This design comes from an exercise in tuning for small area on the open sky130 flow, not from production work. Only simulation tests tie the RTL to the original design; equivalence was not proved. Power is estimated from default activity; no workload was simulated.

<file path="flow/run.sh">
#!/bin/bash
# Own layout flow: the standard ORFS flow (standard.sh, unchanged synthesis) with
#  - plain buf_1 cells as the port buffers instead of the default delay buffers,
#  - before global placement (flow/upsize.tcl): synthesis buffers removed and the gates
#    (inverters, AND and NAND gates) that drive a whole select/enable line sized up, so
#    the line needs no extra buffer,
#  - after global placement (flow/merge_port_buffers.tcl): an input port buffer that only
#    feeds one repair buffer takes that buffer's size, and the repair buffer is removed,
#  - a clock tree without dummy loads, with larger sink clusters (fewer leaf buffers), and
#  - before global routing (flow/downsize.tcl): logic gates that drive at most two pins set
#    to drive strength 1; global route's own repair_design/repair_timing follow as usual.
# make's full output goes to flow_make.log here; each ORFS step's log is under orfs/logs/.
set -euo pipefail
export BUFFER_PORTS_ARGS="-buffer_cell sky130_fd_sc_hd__buf_1"
export CTS_ARGS="-sink_clustering_enable -repair_clock_nets -dont_use_dummy_load -sink_clustering_size 27 -sink_clustering_max_diameter 90"
export PRE_GLOBAL_PLACE_TCL="$PWD/flow/upsize.tcl"
export POST_GLOBAL_PLACE_TCL="$PWD/flow/merge_port_buffers.tcl"
export PRE_GLOBAL_ROUTE_TCL="$PWD/flow/downsize.tcl"
bash standard.sh finish > flow_make.log 2>&1
</file>
<file path="flow/downsize.tcl">
# Downsize logic gates (not buffers or clock cells) whose output drives at most two
# pins to the _1 drive strength; global route's repair_design fixes any new slew/cap
# issue afterwards.
set n_down 0
foreach inst [get_cells *] {
  set m [get_property $inst ref_name]
  if {![regexp {^(sky130_fd_sc_hd__(?:nor|nand|and|or|a2|a3|a4|o2|o3|o4|xor|xnor|inv)[0-9a-z]*)_([2468])$} $m -> base size]} { continue }
  set new_cell [get_lib_cells -quiet */${base}_1]
  if {$new_cell == ""} { continue }
  set out ""
  foreach p [get_pins -of_objects $inst] {
    if {[get_property $p direction] == "output"} { set out $p }
  }
  if {$out == ""} { continue }
  set net [get_nets -of_objects $out]
  set loads [get_pins -of_objects $net -filter "direction == input"]
  if {[llength $loads] > 2} { continue }
  if {[llength [get_ports -quiet -of_objects $net]] > 0} { continue }
  replace_cell $inst $new_cell
  incr n_down
}
puts "DOWNSIZED $n_down"
</file>
<file path="flow/merge_port_buffers.tcl">
# After global placement: where an input port's buffer feeds only one other buffer
# (added by repair_design for a high-fanout input net), remove that second buffer and
# give the port buffer its drive strength instead.
set n_merge 0
foreach inst [get_cells input*] {
  set m [get_property $inst ref_name]
  if {![string match "sky130_fd_sc_hd__buf_*" $m]} { continue }
  set out [get_pins -of_objects $inst -filter "direction == output"]
  set net [get_nets -of_objects $out]
  set loads [get_pins -of_objects $net -filter "direction == input"]
  if {[llength $loads] != 1} { continue }
  set b2 [get_cells -of_objects $loads]
  set m2 [get_property $b2 ref_name]
  if {![regexp {^sky130_fd_sc_hd__buf_[0-9]+$} $m2]} { continue }
  remove_buffers [list $b2]
  replace_cell $inst [get_lib_cells */$m2]
  incr n_merge
}
puts "MERGED $n_merge"
</file>
<file path="flow/upsize.tcl">
# Before global placement: drop the synthesis buffers, then size up the logic gates
# that drive a high-fanout net (the register file's select and write-enable lines),
# so that those nets need no extra buffer. Only gates whose larger sizes drive well
# (inverters, AND and NAND gates) are sized up.
remove_buffers
set n_up 0
foreach inst [get_cells *] {
  set m [get_property $inst ref_name]
  if {![regexp {^sky130_fd_sc_hd__(inv|and2|and3|and4|nand2|nand3)_[01]$} $m -> fam]} { continue }
  set out ""
  foreach p [get_pins -of_objects $inst] {
    if {[get_property $p direction] == "output"} { set out $p }
  }
  if {$out == ""} { continue }
  set net [get_nets -of_objects $out]
  if {[get_property $net name] == "clk"} { continue }
  set nl [llength [get_pins -of_objects $net -filter "direction == input"]]
  if {$nl < 12} { continue }
  if {$fam == "inv"} {
    set sz [expr {$nl >= 24 ? 4 : 2}]
  } else {
    set sz [expr {$nl >= 40 ? 4 : 2}]
  }
  set new_cell [get_lib_cells -quiet */sky130_fd_sc_hd__${fam}_$sz]
  if {$new_cell == ""} { continue }
  replace_cell $inst $new_cell
  incr n_up
}
puts "UPSIZED $n_up"
</file>
<file path="standard.sh">
#!/bin/bash
# synth_recipe.tcl (not shown) runs the flow's synth.tcl, then flattens the netlist and writes it again
# the make line also repeats each setting of config.mk as NAME=value (left out here)
make -C /OpenROAD-flow-scripts/flow DESIGN_CONFIG=/design/flow/config.mk WORK_HOME=/design/flow/orfs CLKGATE_MAP_FILE= SYNTH_SCRIPT=/design/flow/synth_recipe.tcl "${@:-finish}"
</file>
<file path="config.mk">
export PLATFORM = sky130hd
export DESIGN_NAME = id_stage_pipe
export DESIGN_NICKNAME = id_stage_pipe
export VERILOG_FILES = /design/flow/design.v
export SDC_FILE = /design/flow/constraint.sdc
export NUM_CORES = 8
export LEC_CHECK = 0
export CAP_MARGIN = 20
export CORE_MARGIN = 2
export CORE_UTILIZATION = 65
export SLEW_MARGIN = 20
export SYNTH_HIERARCHICAL = 1
</file>
<file path="constraint.sdc">
create_clock -name core_clock -period 6.0 [get_ports {clk}]
set_input_delay 1.2000 -clock core_clock [delete_from_list [all_inputs] [get_ports {clk}]]
set_output_delay 1.2000 -clock core_clock [all_outputs]
set_load 0.01 [all_outputs]
</file>
<file path="design.v">
package id_pkg;
  localparam logic [5:0] OP_RTYPE = 6'h00;
  localparam logic [5:0] OP_BEQ   = 6'h04;
  localparam logic [5:0] OP_ADDI  = 6'h08;
  localparam logic [5:0] OP_LW    = 6'h23;
  localparam logic [5:0] OP_SW    = 6'h2B;
endpackage
module rf_aoi3 (
  input  logic [2:0] s,
  input  logic [2:0] d,
  output logic       y
);
  assign y = !(|(s & d));
endmodule
module rf_nand2 (
  input  logic a,
  input  logic b,
  output logic y
);
  assign y = !(a & b);
endmodule
module rf_nandn #(
  parameter int M = 11
) (
  input  logic [M-1:0] x,
  output logic         y
);
  assign y = !(&x);
endmodule
module rf_ao22 (
  input  logic a,
  input  logic b,
  input  logic c,
  input  logic d,
  output logic y
);
  assign y = (a & b) | (c & d);
endmodule
module rf_rdbit #(
  parameter int N = 33
) (
  input  logic [N-1:0] s,
  input  logic [N-1:0] d,
  output logic         y
);
  localparam int NG = N / 3;
  localparam int NR = N - 3 * NG;
  logic [NG+NR-1:0] t;
  genvar g;
  generate
    for (g = 0; g < NG; g++) begin : g_aoi
      rf_aoi3 u_aoi (.s(s[3*g +: 3]), .d(d[3*g +: 3]), .y(t[g]));
    end
    for (g = 0; g < NR; g++) begin : g_tail
      rf_nand2 u_nand (.a(s[3*NG+g]), .b(d[3*NG+g]), .y(t[NG+g]));
    end
  endgenerate
  rf_nandn #(.M(NG + NR)) u_or (.x(t), .y(y));
endmodule
module id_stage_pipe (
  input  logic        clk,
  input  logic        rst,
  input  logic        in_valid,
  output logic        in_ready,
  input  logic [31:0] instn,
  input  logic        wb_we,
  input  logic [4:0]  wb_addr,
  input  logic [31:0] wb_data,
  input  logic        ex_load_pending,
  input  logic [4:0]  ex_load_rt,
  input  logic        flush,
  input  logic        ex_ready,
  output logic        out_valid,
  output logic [31:0] out_rs_data,
  output logic [31:0] out_rt_data,
  output logic [31:0] out_imm,
  output logic [4:0]  out_rs,
  output logic [4:0]  out_rt,
  output logic [4:0]  out_rd,
  output logic [4:0]  out_shamt,
  output logic [5:0]  out_funct,
  output logic [5:0]  out_opcode,
  output logic [7:0]  out_ctrl,
  output logic        peri_req,
  input  logic        peri_ack,
  output logic [15:0] peri_addr,
  output logic [15:0] peri_data
);
  logic [5:0]  opcode;
  logic [4:0]  rs, rt;
  logic uses_rt, haz, peri_store, slot_free, idle;
  logic normal_ready, consume, load_slot, launch;
  logic hold, killed, was_idle;
  logic [15:0] imm_q;
  assign opcode = instn[31:26];
  assign rs     = instn[25:21];
  assign rt     = instn[20:16];
  assign slot_free = !out_valid || ex_ready;
  logic [31:0] regs [1:31];
  logic [31:0] regs_d [1:31];
  logic [31:1] valid, valid_d, wsel, nwsel;
  logic [31:1] sel_a, sel_b;
  logic [31:0] rs_next, rt_next;
  genvar i, b;
  generate
    for (i = 1; i < 32; i++) begin : g_reg
      assign wsel[i]    = wb_we && (wb_addr == i);
      assign nwsel[i]   = !wsel[i];
      assign valid_d[i] = valid[i] || wsel[i];
      assign sel_a[i]   = slot_free && valid_d[i] && (rs == i);
      assign sel_b[i]   = valid_d[i] && (rt == i);
      for (b = 0; b < 32; b++) begin : g_bit
        rf_ao22 u_hold (.a(wsel[i]), .b(wb_data[b]), .c(nwsel[i]), .d(regs[i][b]),
                        .y(regs_d[i][b]));
      end
      always_ff @(posedge clk) begin
        regs[i] <= regs_d[i];
      end
      always_ff @(posedge clk or posedge rst) begin
        if (rst) valid[i] <= 1'b0;
        else     valid[i] <= valid_d[i];
      end
    end
  endgenerate
  generate
    for (b = 0; b < 32; b++) begin : g_rd
      logic [31:0] sa, da;
      logic [30:0] sb, db;
      for (i = 1; i < 32; i++) begin : g_t
        assign sa[i-1] = sel_a[i];
        assign da[i-1] = regs_d[i][b];
        assign sb[i-1] = sel_b[i];
        assign db[i-1] = regs_d[i][b];
      end
      assign sa[31] = !slot_free;
      assign da[31] = out_rs_data[b];
      rf_rdbit #(.N(32)) u_a (.s(sa), .d(da), .y(rs_next[b]));
      rf_rdbit #(.N(31)) u_b (.s(sb), .d(db), .y(rt_next[b]));
    end
  endgenerate
  assign uses_rt = (opcode == id_pkg::OP_RTYPE) || (opcode == id_pkg::OP_SW) ||
                   (opcode == id_pkg::OP_BEQ);
  assign haz = ex_load_pending && (ex_load_rt != 5'd0) &&
               ((ex_load_rt == rs) || ((ex_load_rt == rt) && uses_rt));
  assign peri_store = (opcode == id_pkg::OP_SW) && (instn[15:8] != 8'd0);
  assign idle         = !peri_req && !hold;
  assign normal_ready = slot_free && !haz && idle && !peri_store;
  assign consume      = slot_free && ((peri_req && peri_ack) || hold);
  assign in_ready     = !rst && (normal_ready || consume);
  assign load_slot    = (in_valid && normal_ready) || (consume && !killed);
  assign launch       = idle && in_valid && peri_store && !haz;
  always_ff @(posedge clk or posedge rst) begin
    if (rst) begin
      out_valid <= 1'b0;
      peri_req  <= 1'b0;
      hold      <= 1'b0;
      killed    <= 1'b0;
    end else begin
      out_valid <= !flush && (load_slot || !slot_free);
      if (idle) begin
        peri_req <= launch;
      end else if (peri_req) begin
        if (peri_ack) begin
          peri_req <= 1'b0;
          hold     <= !slot_free;
        end
      end else if (slot_free) begin
        hold <= 1'b0;
      end
      killed <= !idle && !consume && (killed || flush);
    end
  end
  logic [31:0] f_d, f_q, f_in;
  logic [31:0] rt_d;
  logic [15:0] peri_d;
  assign f_in = {instn[15:0], rs, rt, opcode};
  assign f_q  = {imm_q, out_rs, out_rt, out_opcode};
  generate
    for (b = 0; b < 32; b++) begin : g_f
      rf_ao22 u_hold (.a(slot_free), .b(f_in[b]), .c(!slot_free),
                      .d(f_q[b]), .y(f_d[b]));
    end
    for (b = 0; b < 32; b++) begin : g_rt
      rf_ao22 u_rt (.a(slot_free), .b(rt_next[b]), .c(!slot_free), .d(out_rt_data[b]),
                    .y(rt_d[b]));
    end
    for (b = 0; b < 16; b++) begin : g_pd
      rf_ao22 u_pd (.a(launch), .b(rt_next[b]), .c(!launch), .d(peri_data[b]),
                    .y(peri_d[b]));
    end
  endgenerate
  always_ff @(posedge clk) begin
    out_rs_data         <= rs_next;
    out_rt_data         <= rt_d;
    {imm_q, out_rs, out_rt, out_opcode} <= f_d;
    peri_data           <= peri_d;
    if (slot_free) was_idle <= idle;
  end
  assign out_imm   = {{16{imm_q[15]}}, imm_q};
  assign out_rd    = imm_q[15:11];
  assign out_shamt = imm_q[10:6];
  assign out_funct = imm_q[5:0];
  always_comb begin
    case (out_opcode)
      id_pkg::OP_RTYPE: out_ctrl = 8'b1_10_0_0_0_1_0;
      id_pkg::OP_ADDI:  out_ctrl = 8'b0_00_1_0_0_1_0;
      id_pkg::OP_LW:    out_ctrl = 8'b0_00_1_0_0_1_1;
      id_pkg::OP_SW:    out_ctrl = {5'b0_00_1_0, was_idle, 2'b0_0};
      id_pkg::OP_BEQ:   out_ctrl = 8'b0_01_0_1_0_0_0;
      default:          out_ctrl = 8'h00;
    endcase
  end
  assign peri_addr = instn[15:0];
endmodule
</file>
==> results.json, run 1 <==
{
  "worst_slack_ns": 1.016,
  "cts_buffer_depth": 3,
  "initial_utilization_pct": 65.34,
  "floorplan.rows": 94,
  "drive_gt1_share_pct": 6.480,
  "vias_per_cell": 8.959,
  "crit_required_ns": 6.56,
  "synth_fa_ha_area_share_pct": 0,
  "power_w": 0.01643,
  "drc": 0,
  "slowest_stage": "nand4_1",
  "grt_pass1_wl_um": 272700,
  "clkSinkCount": 1140,
  "power.static_leakage_nw": 18.75,
  "synth_flop_cell": "dfxtp_1",
  "grt_max_degree": 53,
  "dpl_worst_slack_ns": 0.8707,
  "min_period_over_period_pct": 83.07,
  "irDropWorstVdd_uv": 270.3,
  "synthMuxAreaShare_pct": 0,
  "synth_warnings": 10,
  "wl_um": 190000,
  "fp.dieW_um": 260.6,
  "fin_crit_ns": 4.984,
  "grt.total_usage_pct": 53.78,
  "synth_cell_types": 38,
  "die-height_um": 260.6,
  "synth_edf_count": 1,
  "ys_seq_area_share_pct": 53.75,
  "rsz0062_at_grt": "false",
  "synth_compound_area_share_pct": 37.07,
  "maxCapViolCount": 0,
  "clk_pin_slew_ns": 0.10,
  "hold_viol": 0,
  "worst_path_largest_cell_delay_ns": 0.79,
  "final_common_cell": "dfxtp_1",
  "path_cells": "buf_1 -> nand2b_1 -> nor2_1 -> nand2_2 -> inv_4 -> nor2_1 -> nor3_1 -> buf_4 -> a222oi_1 -> nand4_1 -> or3_1 -> a22o_1",
  "cpMostUsedCell": "nor2_1",
  "final.setup.tns_ns": 0,
  "dieArea_mm2": 0.06792,
  "cp-end-kind": "flip-flop",
  "wire_per_inst_um": 39.62,
  "arrival_ns": 5.55,
  "cts_inserted_buffers": 48,
  "dr.pass1.iters": 15,
  "final_antenna_net_count": 0,
  "slew_headroom_pct": 12.82,
  "avgSynthCellArea_um2": 11.92,
  "area_delta_synth_final_pct": 8.927,
  "power_density_mw_per_mm2": 352.3,
  "slew_violations": 0,
  "outcome": "no timing/DRC/antenna violations",
  "htree_levels": 2,
  "synth.top_cell.area_share_pct": 51.63,
  "cts_tree": "built",
  "holdCritPathClass": "reg2reg",
  "crit_fanout": 33,
  "vias": 42959,
  "syn_inst": 3590,
  "cts_hold_buf": 0,
  "cts_setup_buffers": 0,
  "synthTopCellsByArea": "dfxtp_1, a22o_1, a222oi_1",
  "post_cts_resized": 0,
  "cp-start-kind": "input pin",
  "synth_xor_area_share_pct": 0.2046,
  "num_io_pins": 253,
  "fmaxAchievable_mhz": 200.6,
  "final_cell_mix": "dfxtp_1, a22o_1, a222oi_1",
  "fin_skew_ns": 0.03138,
  "finalNetCount": 4004,
  "hpwl_um": 116700,
  "setup_viol": 0,
  "yosys.area_share.simple_pct": 6.849,
  "async_flop_share_pct": 3.070,
  "synth_top_family_by_area": "compound AO/OA/AOI/OAI gates",
  "worst_pin_slew_ns": 1.308,
  "io_buffers": 252,
  "core-area_mm2": 0.06551,
  "grt_pass1_vias": 39228,
  "synth_area_mm2": 0.04280,
  "drt-initial-drc-count": 11570,
  "synth_fp_nets": 3672,
  "antenna_found_initial": 15,
  "cts_root_buf": "clkbuf_16",
  "clock_latency_ns": 0.67,
  "yosysTopAreaCell": "dfxtp_1",
  "grt_overflow": 0,
  "ys_ff_latch": 1140,
  "path_class": "in2reg"
}
[cell type report]
cell class                      instances  area [um^2]
Antenna cell                           11        27.53
Clock buffer                           48         1201
Fill cell                            4752        18880
Inverter                               66        310.3
Multi-Input combinational cell       2290        18960
Sequential cell                      1140        23010
Tap cell                              864         1081
Timing Repair Buffer                  376         2042
[cells in the mapped netlist (2+ instances only)]
| library cell | count |
|---|---|
| o31ai_1 | 2 |
| buf_4 | 82 |
| nand2_1 | 138 |
| nor2_1 | 45 |
| a222oi_1 | 640 |
| inv_1 | 66 |
| clkbuf_1 | 9 |
| nand3_1 | 39 |
| a21oi_1 | 2 |
| a22o_1 | 1072 |
| nor4_1 | 15 |
| xnor2_1 | 3 |
| nor3_1 | 59 |
| or2_2 | 4 |
| nand4_1 | 162 |
| dfxtp_1 | 1104 |
| or3_1 | 67 |
| or4_1 | 2 |
| xor2_1 | 7 |
| buf_1 | 2 |
| nor2b_1 | 4 |
| nand2b_1 | 13 |
| o21ai_0 | 3 |
| dfrtp_1 | 35 |
| nand3b_1 | 2 |
[worst paths after layout]
check | from | to | slack (ns) | depth (start not counted)
worst max-delay path | wb_addr[4] | out_rt_data[12]$_DFF_P_ | 1.02 | 12
worst min-delay path | out_rt_data[3]$_DFF_P_ | out_rt_data[3]$_DFF_P_ | 0.47 | 1
worst min register to register | out_rt_data[3]$_DFF_P_ | out_rt_data[3]$_DFF_P_ | 0.47 | 1
min in group asynchronous | rst | valid[12]$_DFF_PP0_ | 0.63 | 2
worst max register to register | out_valid$_DFF_PP0_ | out_rs_data[2]$_DFF_P_ | 1.66 | 7
max in group asynchronous | rst | valid[24]$_DFF_PP0_ | 4.96 | 2
[routing by layer]
| layer | part of all wire [%] | wire [um] | up-vias | global-route usage (%) |
|---|---|---|---|---|
| li1 | - | - | 16655 | - |
| met1 | 32 | 60800 | 20191 | 66.90 |
| met2 | 40 | 75520 | 4834 | 75.90 |
| met3 | 16 | 31260 | 1269 | 16.80 |
| met4 | 12 | 22330 | 10 | 45.63 |
| met5 | 0.038 | 72 | - | 0 |
[through the flow]
step           cell area (um^2)  utilization (%)  hold WS [ns]  std cells
6_report                  46630            71.17        0.4747       4795
5_1_grt                   46600            71.14        0.4962       4785
4_1_cts                   46990            71.72        0.4792       4784
3_5_place_dp              45790            69.89        0.4516       4736
3_3_place_gp              45910            70.08        0.4501       4770
2_1_floorplan             42820                -        0.4272       3590
[cell families (layout without fill, tap and decap cells)]
family,after synthesis,count (layout)
compound gates,1723,1723
xor+xnor,10,10
buf+inv,160,490
flops,1140,1140
other cells,0,11
simple gates,557,557
[per-module statistics from Yosys, one instance, submodules excluded, excerpt]
| module | cell area (um^2) | flip-flops and latches |
|---|---|---|
| rf_nand2 | 3.754 | 0 |
| rf_aoi3 | 10.01 | 0 |
| rf_ao22 | 8.758 | 0 |
| id_stage_pipe | 25090 | 1140 |
[where the power goes]
group          total [W]  internal [W]  switching [W]
clock            0.00381       0.00144        0.00236
combinational    0.00306       0.00121        0.00186
sequential       0.00956       0.00902       0.000540
total             0.0164        0.0117        0.00476
[sequential cells by signal (all words and copies together), names as in the netlist]
name and count:
valid 31, out_valid 1, peri_req 1, out_rs 5
out_rs_data 32, hold 1, was_idle 1, peri_data 16
imm_q 16, out_opcode 6, regs 992, killed 1
out_rt 5, out_rt_data 32
[critical path: cells and delay by family]
kind | cells | cell delay [ns]
and+or+nand+nor | 7 | 3.02
buffers and inverters | 3 | 0.62
AOI/OAI and AO/OA | 2 | 0.60
==> inputs of run 2 (changes only) <==
--- a/config.mk
+++ b/config.mk
@@ -8,5 +8,5 @@
 export CAP_MARGIN = 20
 export CORE_MARGIN = 2
-export CORE_UTILIZATION = 65
+export CORE_UTILIZATION = 60
 export SLEW_MARGIN = 20
 export SYNTH_HIERARCHICAL = 1
==> run 2 against run 1 <==
  * Still clean on timing, DRC and antenna
  * Combinational power about the same
  * Die area up 8.2%
  * Maximum frequency up 0.11%
  * Final area up 0.53%
  * Critical endpoint is now out_rt_data[27]$_DFF_P_
==> results.json, run 2 <==
{
  "outcome": "no timing/DRC/antenna violations",
  "synth.top_cell.area_share_pct": 51.63,
  "synth_most_common_cell": "dfxtp_1",
  "ys_seq_area_share_pct": 53.75,
  "cp-end-kind": "flip-flop",
  "power_density_mw_per_mm2": 351.1,
  "setup_viol": 0,
  "htree_levels": 2,
  "placedCellCount": 4825,
  "vias": 42996,
  "cts_tree": "built",
  "synthTopCellsByArea": "dfxtp_1, a22o_1, a222oi_1",
  "min_period_over_period_pct": 82.98,
  "synth_warnings": 10,
  "fin_crit_ns": 4.979,
  "vias_per_cell": 8.805,
  "drc": 0,
  "power_w": 0.01645,
  "area_delta_synth_final_pct": 9.500,
  "cts_buffer_depth": 3,
  "worst_path_largest_cell_delay_ns": 0.81,
  "largest_reg_flops": 992,
  "dieArea_mm2": 0.07349,
  "rsz0062_at_grt": "false",
  "final_antenna_net_count": 0,
  "cpMostUsedCell": "a22o_1",
  "instances_no_fill": 4883,
  "slowest_stage": "nor2b_1",
  "async_flop_share_pct": 3.070,
  "slew_headroom_pct": 21.20,
  "grt_pass1_vias": 40268,
  "syn_inst": 3590,
  "fmaxAchievable_mhz": 200.8,
  "final.setup.tns_ns": 0,
  "hold_viol": 0,
  "post_cts_resized": 0,
  "die-height_um": 271.1,
  "cts_hold_buf": 0,
  "cp-start-kind": "input pin",
  "fin_skew_ns": 0.06206,
  "holdCritPathClass": "reg2reg",
  "synth_flop_cell": "dfxtp_1",
  "core-area_mm2": 0.07027,
  "largestRegisters": "regs x992, out_rs_data x32, out_rt_data x32",
  "fillers": 5417,
  "fp.dieW_um": 271.1,
  "final_cell_mix": "dfxtp_1, a22o_1, a222oi_1",
  "wl_um": 195800,
  "cts_root_buf": "clkbuf_16",
  "path_cells": "buf_1 -> nor2b_1 -> nand2_2 -> buf_4 -> a22o_1 -> a222oi_1 -> nand4_1 -> or3_1 -> a22o_1",
  "grt.total_usage_pct": 50.95,
  "clock_latency_ns": 0.69,
  "utilization_pct": 66.70,
  "grt_pass1_wl_um": 281000,
  "synth_edf_count": 1,
  "path_class": "in2reg",
  "grt_max_degree": 99,
  "crit_fanout": 22,
  "power.static_leakage_nw": 18.85,
  "clkSinkCount": 1140,
  "antenna_found_initial": 16,
  "cp_top_family": "simple AND/OR/NAND/NOR gates",
  "num_io_pins": 253,
  "hpwl_um": 119300,
  "cts_inserted_buffers": 48,
  "hold_ws_ns": 0.4788,
  "maxCapViolCount": 0,
  "top_register": "regs",
  "io_buffers": 252,
  "synth_area_mm2": 0.04280,
  "floorplan.rows": 97,
  "crit_required_ns": 6.58,
  "synth_cell_types": 38,
  "ys_ff_latch": 1140,
  "finalNetCount": 4020,
  "drt-initial-drc-count": 11635,
  "synth_fp_nets": 3672,
  "irDropWorstVdd_uv": 303.9,
  "avgSynthCellArea_um2": 11.92,
  "wire_per_inst_um": 40.09,
  "grt_overflow": 0,
  "cts_setup_buffers": 0,
  "final_common_cell": "dfxtp_1",
  "worst_pin_slew_ns": 1.182,
  "yosysTopAreaCell": "dfxtp_1",
  "clk_pin_slew_ns": 0.10,
  "arrival_ns": 5.56,
  "initial_utilization_pct": 60.91,
  "slew_violations": 0,
  "drive_gt1_share_pct": 6.707,
  "path_buf_inv": 2,
  "synthTopCellsByCount": "dfxtp_1, a22o_1, a222oi_1",
  "dr.pass1.iters": 15
}
[run 2: per-module statistics from Yosys (local to each module, per instance), excerpt]
module / cells inside / flops+latches / times used / cell area, um^2
id_stage_pipe: 1526 / 1140 / 1 / 25090
rf_ao22: 1 / 0 / 1072 / 8.758
rf_nand2: 1 / 0 / 96 / 3.754
rf_aoi3: 1 / 0 / 640 / 10.01
[run 2: cell families after synthesis]
kind of cell	synth area share (%)
compound gates	37.07
simple gates	6.849
xor+xnor	0.2046
buf+inv	2.125
flops	53.75
[run 2: path summary, 6_finish.rpt]
path | cells after the start | endpoint | slack (ns) | start
max in group asynchronous | 2 | valid[14]$_DFF_PP0_ | 5.01 | rst
min in group asynchronous | 2 | valid[6]$_DFF_PP0_ | 0.58 | rst
worst max register to register | 8 | out_rs_data[1]$_DFF_P_ | 1.85 | out_valid$_DFF_PP0_
worst min register to register | 1 | out_rt[0]$_DFF_P_ | 0.48 | out_rt[0]$_DFF_P_
worst max-delay path | 9 | out_rt_data[27]$_DFF_P_ | 1.02 | wb_addr[0]
worst min-delay path | 1 | out_rt[0]$_DFF_P_ | 0.48 | out_rt[0]$_DFF_P_
[run 2: layout make-up]
class	count	area (um^2)	area share, %
multi-input combinational	2290	18970	40.48
clock buffer	48	1201	2.563
antenna	7	17.52	0.03737
tap	940	1176	2.509
sequential	1140	23010	49.09
inverter	66	297.8	0.6353
timing repair buffer	392	2197	4.688
[run 2: metal layers]
layer  GRT usage, %  vias up  wire length, um
met4          42.45       16            21920
met1          62.49    20373            63310
met3          16.39     1181            31660
met2          72.77     4722            78770
li1               -    16704                -
met5         0.1316        -              110
[run 2: through the flow]
stage,setup WS (ns),cell area [um^2]
after global placement,0.7035,46140
after global routing,1.010,46860
after CTS,1.343,47220
after detailed placement,0.6540,46020
after floorplan,0.006088,42820
final,1.021,46870
[run 2: where the power goes]
| group | internal (W) | switching, W |
|---|---|---|
| Sequential | 0.00902 | 0.000541 |
| Combinational | 0.00121 | 0.00186 |
| Clock | 0.00144 | 0.00239 |
| Total | 0.0117 | 0.00479 |
==> inputs of run 3 (changes only) <==
--- a/config.mk
+++ b/config.mk
@@ -8,5 +8,5 @@
 export CAP_MARGIN = 20
 export CORE_MARGIN = 2
-export CORE_UTILIZATION = 60
+export CORE_UTILIZATION = 68
 export SLEW_MARGIN = 20
 export SYNTH_HIERARCHICAL = 1
==> run 3 against run 2 <==
  * Non-clock buffer count shrank 34
  * Count of clock-buffer cells in the layout unchanged
  * Flip-flop and latch count did not move
  * Final area shrank 1.0%
  * Sequential share of layout area is 0.52 points higher
  * Clock skew shrank 0.0052 ns
  * Critical path type unchanged
  * Critical endpoint is now out_rt_data[19]$_DFF_P_
==> results.json, run 3 <==
{
  "cts_hold_buf": 0,
  "outcome": "no timing/DRC/antenna violations",
  "syn_inst": 3590,
  "cp-end-kind": "flip-flop",
  "final_cell_mix": "dfxtp_1, a22o_1, a222oi_1",
  "final_common_cell": "dfxtp_1",
  "synth_most_common_cell": "dfxtp_1",
  "top_register": "regs",
  "cts_setup_buffers": 0,
  "area_delta_synth_final_pct": 8.354,
  "wire_per_inst_um": 39.98,
  "largest_reg_flops": 992,
  "power_w": 0.01650,
  "final_antenna_net_count": 0,
  "p_int_w": 0.01166,
  "grt_pass1_vias": 40618,
  "cts_buffer_depth": 3,
  "avgSynthCellArea_um2": 11.92,
  "cts_inserted_buffers": 48,
  "fin_crit_ns": 4.821,
  "ys_seq_area_share_pct": 53.75,
  "synth_cell_types": 38,
  "holdCritPathClass": "reg2reg",
  "num_io_pins": 253,
  "synth_fp_nets": 3672,
  "path_class": "in2reg",
  "slew_headroom_pct": 15.93,
  "setup_viol": 0,
  "power_frac_comb_pct": 18.6,
  "rrSetupSlack_ns": 1.74,
  "dr.pass1.iters": 15,
  "synthTopCellsByArea": "dfxtp_1, a22o_1, a222oi_1",
  "async_flop_share_pct": 3.070,
  "fmaxAchievable_mhz": 207.4,
  "synth_area_mm2": 0.04280,
  "hpwl_um": 115600,
  "p_sw_w": 0.004839,
  "fin_skew_ns": 0.05682,
  "synth_warnings": 10,
  "dieArea_mm2": 0.06497,
  "power.static_leakage_nw": 18.61,
  "clk_pin_slew_ns": 0.10,
  "sw_frac_of_total_pct": 29.32,
  "clock_latency_ns": 0.69,
  "post_cts_resized": 0,
  "synth_flop_cell": "dfxtp_1",
  "drt-initial-drc-count": 12858,
  "grt_max_degree": 64,
  "grt_pass1_wl_um": 276000,
  "vias": 43322,
  "core-area_mm2": 0.06194,
  "hold_viol": 0,
  "arrival_ns": 5.41,
  "maxCapViolCount": 0,
  "utilization_pct": 74.88,
  "pwr-share-clk_pct": 23.2,
  "largestRegisters": "regs x992, out_rs_data x32, out_rt_data x32",
  "yosysTopAreaCell": "dfxtp_1",
  "min_period_over_period_pct": 80.35,
  "wl_um": 190000,
  "worst_pin_slew_ns": 1.261,
  "fillers": 4219,
  "seq_power_share_pct": 58.2,
  "io_buffers": 252,
  "drive_gt1_share_pct": 5.818,
  "floorplan.rows": 91,
  "finalNetCount": 3986,
  "crit_required_ns": 6.59,
  "fp.dieW_um": 254.9,
  "vias_per_cell": 9.119,
  "synthTopCellsByCount": "dfxtp_1, a22o_1, a222oi_1",
  "power_density_mw_per_mm2": 355.8,
  "die-height_um": 254.9,
  "crit_fanout": 32,
  "cts_tree": "built",
  "grt.total_usage_pct": 56.98,
  "antenna_found_initial": 22,
  "final.setup.tns_ns": 0,
  "cts_root_buf": "clkbuf_16",
  "slew_violations": 0,
  "clkSinkCount": 1140,
  "grt_overflow": 0,
  "rsz0062_at_grt": "false",
  "ys_ff_latch": 1140,
  "synth.top_cell.area_share_pct": 51.63,
  "htree_levels": 2,
  "initial_utilization_pct": 69.11,
  "irDropWorstVdd_uv": 277.6,
  "cp-start-kind": "input pin",
  "drc": 0,
  "synth_edf_count": 1,
  "hold_ws_ns": 0.4754
}
run 3: per-stage QoR:
| stage | instances | setup slack, ns | cell area (um^2) |
|---|---|---|---|
| floorplan | 3590 | 0.006088 | 42820 |
| global placement | 4720 | 1.076 | 45670 |
| detailed placement | 4688 | 0.9927 | 45550 |
| CTS | 4736 | 1.561 | 46750 |
| global route | 4742 | 0.9843 | 46360 |
| finish | 4751 | 1.179 | 46380 |
run 3: critical path, cell delays in order:
cell and delay, ns:
buf_1 0.10, and2_1 0.27, nand2_2 0.66, inv_1 0.13, nor2_1 0.27, nor3_1 0.12, buf_4 0.31, a222oi_1 0.62
nand4_1 0.83, or3_1 0.63, a22o_1 0.21
run 3: per-layer routing:
| metal | GRT usage [%] | wire (um) | part of all wire, % | vias to the layer above |
|---|---|---|---|---|
| li1 | - | - | - | 16631 |
| met1 | 66.72 | 57450 | 30 | 20159 |
| met2 | 80.21 | 75470 | 40 | 5027 |
| met3 | 22.02 | 32580 | 17 | 1485 |
| met4 | 52.30 | 24330 | 13 | 20 |
| met5 | 1.429 | 132 | 0.069 | - |
run 3: final timing paths:
path,from,endpoint,cells past startpoint
max,wb_addr[0],out_rt_data[19]$_DFF_P_,11
min,valid[11]$_DFF_PP0_,valid[11]$_DFF_PP0_,2
max reg2reg,out_valid$_DFF_PP0_,out_rs_data[19]$_DFF_P_,9
min reg2reg,valid[11]$_DFF_PP0_,valid[11]$_DFF_PP0_,2
max in group asynchronous,rst,valid[4]$_DFF_PP0_,2
min in group asynchronous,rst,hold$_DFFE_PP0P_,2
run 3: final cells by class:
class	instances	area (um^2)	area share (%)
inverter	66	317.8	0.6852
tap	837	1047	2.258
sequential	1140	23010	49.60
clock buffer	48	1201	2.590
timing repair buffer	358	1854	3.998
antenna	12	30.03	0.06474
multi-input combinational	2290	18920	40.80
run 3: cell families after synthesis:
family / count (synthesis) / share of synthesized area, %
buffers and inverters: 160 / 2.125
AND/OR/NAND/NOR: 557 / 6.849
flip-flops: 1140 / 53.75
AO/OA/AOI/OAI: 1723 / 37.07
XOR/XNOR: 10 / 0.2046
run 3: per-module statistics from Yosys (local to each module, per instance), a selection:
module / flip-flops and latches / copies in the design / cell area (um^2) / cells inside
rf_ao22: 0 / 1072 / 8.758 / 1
rf_aoi3: 0 / 640 / 10.01 / 1
rf_nand2: 0 / 96 / 3.754 / 1
id_stage_pipe: 1140 / 1 / 25090 / 1526
run 3: power by group through the flow:
stage	Clock [W]	Sequential, W	Combinational [W]
floorplan	0	0.00953	0.00205
global placement	0	0.00966	0.00273
detailed placement	0	0.00972	0.00290
CTS	0.00373	0.00956	0.00293
global route	0.00400	0.00968	0.00321
finish	0.00382	0.00960	0.00307
==> inputs of run 4 (changes only) <==
--- a/design.v
+++ b/design.v
@@ -173,5 +173,5 @@
   logic [31:0] f_d, f_q, f_in;
   logic [31:0] rt_d;
-  logic [15:0] peri_d;
+  logic [15:0] peri_d, pa_d;
   assign f_in = {instn[15:0], rs, rt, opcode};
   assign f_q  = {imm_q, out_rs, out_rt, out_opcode};
@@ -186,4 +186,5 @@
     end
     for (b = 0; b < 16; b++) begin : g_pd
+      rf_ao22 u_pa (.a(launch), .b(instn[b]), .c(!launch), .d(peri_addr[b]), .y(pa_d[b]));
       rf_ao22 u_pd (.a(launch), .b(rt_next[b]), .c(!launch), .d(peri_data[b]),
                     .y(peri_d[b]));
@@ -195,4 +196,5 @@
     {imm_q, out_rs, out_rt, out_opcode} <= f_d;
     peri_data           <= peri_d;
+    peri_addr           <= pa_d;
     if (slot_free) was_idle <= idle;
   end
@@ -211,4 +213,3 @@
     endcase
   end
-  assign peri_addr = instn[15:0];
-endmodule
+endmodule
--- a/config.mk
+++ b/config.mk
@@ -8,5 +8,5 @@
 export CAP_MARGIN = 20
 export CORE_MARGIN = 2
-export CORE_UTILIZATION = 68
+export CORE_UTILIZATION = 65
 export SLEW_MARGIN = 20
 export SYNTH_HIERARCHICAL = 1
==> run 4 against run 3 <==
  * Synthesized area rose by 0.80%
  * Flip-flop and latch count rose by 16
  * Final area rose by 1.6%
  * Wire length rose by 4.1%
  * Sequential power increased by 1%
  * Count of clock-buffer cells in the layout stayed put
  * Die area increased by 5.4%
  * Worst hold slack better by 0.0050 ns
  * Critical path depth up 1
  * Synthesized cell count grew 0.45%
  * Clock power rose by 1%
  * Via count is 1.4% higher
  * Largest power group unchanged
  * Highest routed layer unchanged
==> results.json, run 4 <==
{
  "outcome": "no timing/DRC/antenna violations",
  "placedCellCount": 4780,
  "vias": 43949,
  "crit_required_ns": 6.55,
  "largest_reg_flops": 992,
  "area_delta_synth_final_pct": 9.202,
  "syn_inst": 3606,
  "synthTopCellsByArea": "dfxtp_1, a22o_1, a222oi_1",
  "antenna_found_initial": 17,
  "crit_fanout": 33,
  "post_cts_resized": 0,
  "worst_path_largest_cell_delay_ns": 0.92,
  "synth_fa_ha_area_share_pct": 0,
  "io_buffers": 252,
  "floorplan.rows": 94,
  "htree_levels": 2,
  "avgSynthCellArea_um2": 11.96,
  "path_buf_inv": 4,
  "worst_pin_slew_ns": 1.202,
  "initial_utilization_pct": 65.62,
  "irDropWorstVdd_uv": 325.1,
  "final_common_cell": "dfxtp_1",
  "hold_ws_ns": 0.4804,
  "hold_viol": 0,
  "fin_skew_ns": 0.04279,
  "multi_input_area_mm2": 0.01905,
  "synth.top_cell.area_share_pct": 51.97,
  "instances_no_fill": 4839,
  "finalNetCount": 4049,
  "fp.dieW_um": 261.6,
  "grt_pass1_vias": 39874,
  "synth_edf_count": 1,
  "cp_top_family": "simple AND/OR/NAND/NOR gates",
  "grt_overflow": 0,
  "synth_area_mm2": 0.04315,
  "power_density_mw_per_mm2": 354.3,
  "cts_buffer_depth": 3,
  "final.setup.tns_ns": 0,
  "fin_crit_ns": 4.708,
  "setup_viol": 0,
  "final_antenna_net_count": 0,
  "fillers": 4744,
  "hpwl_um": 120600,
  "drc": 0,
  "busiest_layer": "met2",
  "met3_usage_pct": 21.78,
  "largestRegisters": "regs x992, out_rs_data x32, out_rt_data x32",
  "grt.met1_usage_pct": 66.64,
  "holdCritPathClass": "reg2reg",
  "final_cell_mix": "dfxtp_1, a22o_1, a222oi_1",
  "slowest_stage": "nand4_1",
  "synth_most_common_cell": "dfxtp_1",
  "num_io_pins": 253,
  "core-area_mm2": 0.06575,
  "slew_violations": 0,
  "wire_per_inst_um": 40.85,
  "fmaxAchievable_mhz": 212.4,
  "drt-initial-drc-count": 12854,
  "cts_root_buf": "clkbuf_16",
  "yosysTopAreaCell": "dfxtp_1",
  "synth_top_family_by_area": "compound AO/OA/AOI/OAI gates",
  "synth_cell_types": 38,
  "cts_inserted_buffers": 48,
  "top_register": "regs",
  "wl_um": 197700,
  "grt_max_degree": 54,
  "clk_pin_slew_ns": 0.10,
  "yosys.area_share.simple_pct": 6.795,
  "ys_ff_latch": 1156,
  "cts_setup_buffers": 0,
  "drive_gt1_share_pct": 6.255,
  "placedInstanceArea_mm2": 0.04634,
  "synth_compound_area_share_pct": 37.11,
  "path_cells": "buf_1 -> nand2b_1 -> nor2_1 -> nand2_1 -> buf_4 -> inv_4 -> nor2_1 -> nor3_1 -> buf_4 -> a222oi_1 -> nand4_1 -> or3_1",
  "cp-end-kind": "flip-flop",
  "synthTopCellsByCount": "dfxtp_1, a22o_1, a222oi_1",
  "slew_headroom_pct": 19.87,
  "synth_warnings": 10,
  "min_period_over_period_pct": 78.46,
  "rsz0062_at_grt": "false",
  "synth_flop_cell": "dfxtp_1",
  "cts_tree": "built",
  "clock_latency_ns": 0.69,
  "dieArea_mm2": 0.06845,
  "synth_fp_nets": 3688,
  "maxCapViolCount": 0,
  "async_flop_share_pct": 3.028,
  "grt_util_met2_pct": 77.84,
  "clkSinkCount": 1156,
  "vias_per_cell": 9.082,
  "die-height_um": 261.6,
  "grt_pass1_wl_um": 281300,
  "cp-start-kind": "input pin",
  "seq_area_mm2": 0.02333,
  "synth_xor_area_share_pct": 0.2030,
  "grt.total_usage_pct": 55.44,
  "ys_seq_area_share_pct": 54.07,
  "path_class": "in2reg",
  "synthMuxAreaShare_pct": 0,
  "dr.pass1.iters": 17,
  "final_area_mm2": 0.04712,
  "arrival_ns": 5.26,
  "cts_hold_buf": 0,
  "power.static_leakage_nw": 19.01
}
==> run 4: worst paths after layout <==
kind                       depth (start not counted)           startpoint                     end  slack (ns)
setup / recovery                                  12           wb_addr[2]  out_rs_data[9]$_DFF_P_        1.29
hold / removal                                     1    out_rs[0]$_DFF_P_       out_rs[0]$_DFF_P_        0.48
setup reg to reg                                   7  out_valid$_DFF_PP0_  out_rs_data[9]$_DFF_P_        2.10
hold reg to reg                                    1    out_rs[0]$_DFF_P_       out_rs[0]$_DFF_P_        0.48
max in group asynchronous                          2                  rst     valid[22]$_DFF_PP0_        4.99
min in group asynchronous                          2                  rst      valid[1]$_DFF_PP0_        0.59
==> run 4: kinds of logic (layout without fill, tap and decap cells) <==
| logic type | Yosys count | after routing |
|---|---|---|
| xor gates and xnor gates | 10 | 10 |
| and+or+nand+nor | 557 | 557 |
| DFF | 1156 | 1156 |
| AOI/OAI and AO/OA | 1739 | 1739 |
| buffers and inverters | 144 | 503 |
| other | 0 | 10 |
==> run 4: modules after synthesis, one instance, submodules excluded, a selection <==
module,area [um^2],flip-flops and latches
id_stage_pipe,25290,1156
rf_aoi3,10.01,0
rf_nand2,3.754,0
rf_ao22,8.758,0
==> run 4: final cells by class <==
cell class | instances | share of cell area [%]
Tap cell | 864 | 2.294
Clock buffer | 48 | 2.549
Timing Repair Buffer | 389 | 4.546
Antenna cell | 10 | 0.05311
Inverter | 66 | 0.6161
Multi-Input combinational cell | 2306 | 40.43
Sequential cell | 1156 | 49.51
==> run 4: report_power, final <==
group / total [W] / internal [W] / leakage, nW / switching [W]
Combinational: 0.00310 / 0.00122 / 8.69 / 0.00188
Clock: 0.00386 / 0.00144 / 0.592 / 0.00242
Sequential: 0.00974 / 0.00914 / 9.73 / 0.000597
==> run 4: layer usage <==
layer,part of all wire (%),up-vias
met5,0.11,-
met1,32,20649
met3,17,1416
met4,12,12
li1,-,16824
met2,39,5048
==> run 4: through the flow <==
stage / power (W) / util (%) / setup slack (ns)
6_report: 0.01669 / 71.66 / 1.292
5_1_grt: 0.01708 / 71.63 / 1.398
4_1_cts: 0.01643 / 72.31 / 1.817
3_5_place_dp: 0.01278 / 70.48 / 1.149
3_3_place_gp: 0.01258 / 70.67 / 1.078
2_1_floorplan: 0.01171 / - / 0.006088

[afterwards: timing with drivers on the ports]
In the flow no input, the clock included, has a driving cell. The finished layouts below were timed again as built, in two steps.
Step 1 (the two cells are an assumption about what drives the block):
set clk [get_ports {clk}]
set_driving_cell -lib_cell sky130_fd_sc_hd__clkbuf_16 $clk
set_driving_cell -lib_cell sky130_fd_sc_hd__buf_2 [delete_from_list [all_inputs] $clk]
Step 2, shift: input delay + t, output delay - t, t = (earliest + latest rising clock arrival at the registers) / 2. This alone moves slack from input paths to output paths.
a / b / c = no drivers / after step 1 / after step 2; a / b = the first two.
run	t, ns	slack for setup (ns)	hold slack, ns	worst setup path after step 2	worst slew at a driven data input, ns
run 1	0.716	1.016 / 1.059 / 0.343	0.475 / 0.475 / 0.475	input to register	0.05
run 2	0.733	1.021 / 1.069 / 0.336	0.479 / 0.479 / 0.479	input to register	0.07
run 3	0.730	1.179 / 1.221 / 0.491	0.475 / 0.475 / 0.475	input to register	0.06
run 4	0.738	1.292 / 1.327 / 0.589	0.480 / 0.480 / 0.480	input to register	0.04
After both steps setup and hold are still met in every run listed. The setup slack of run 4, which loses most, moves by +0.035 ns with the drivers and by -0.703 ns with both steps.
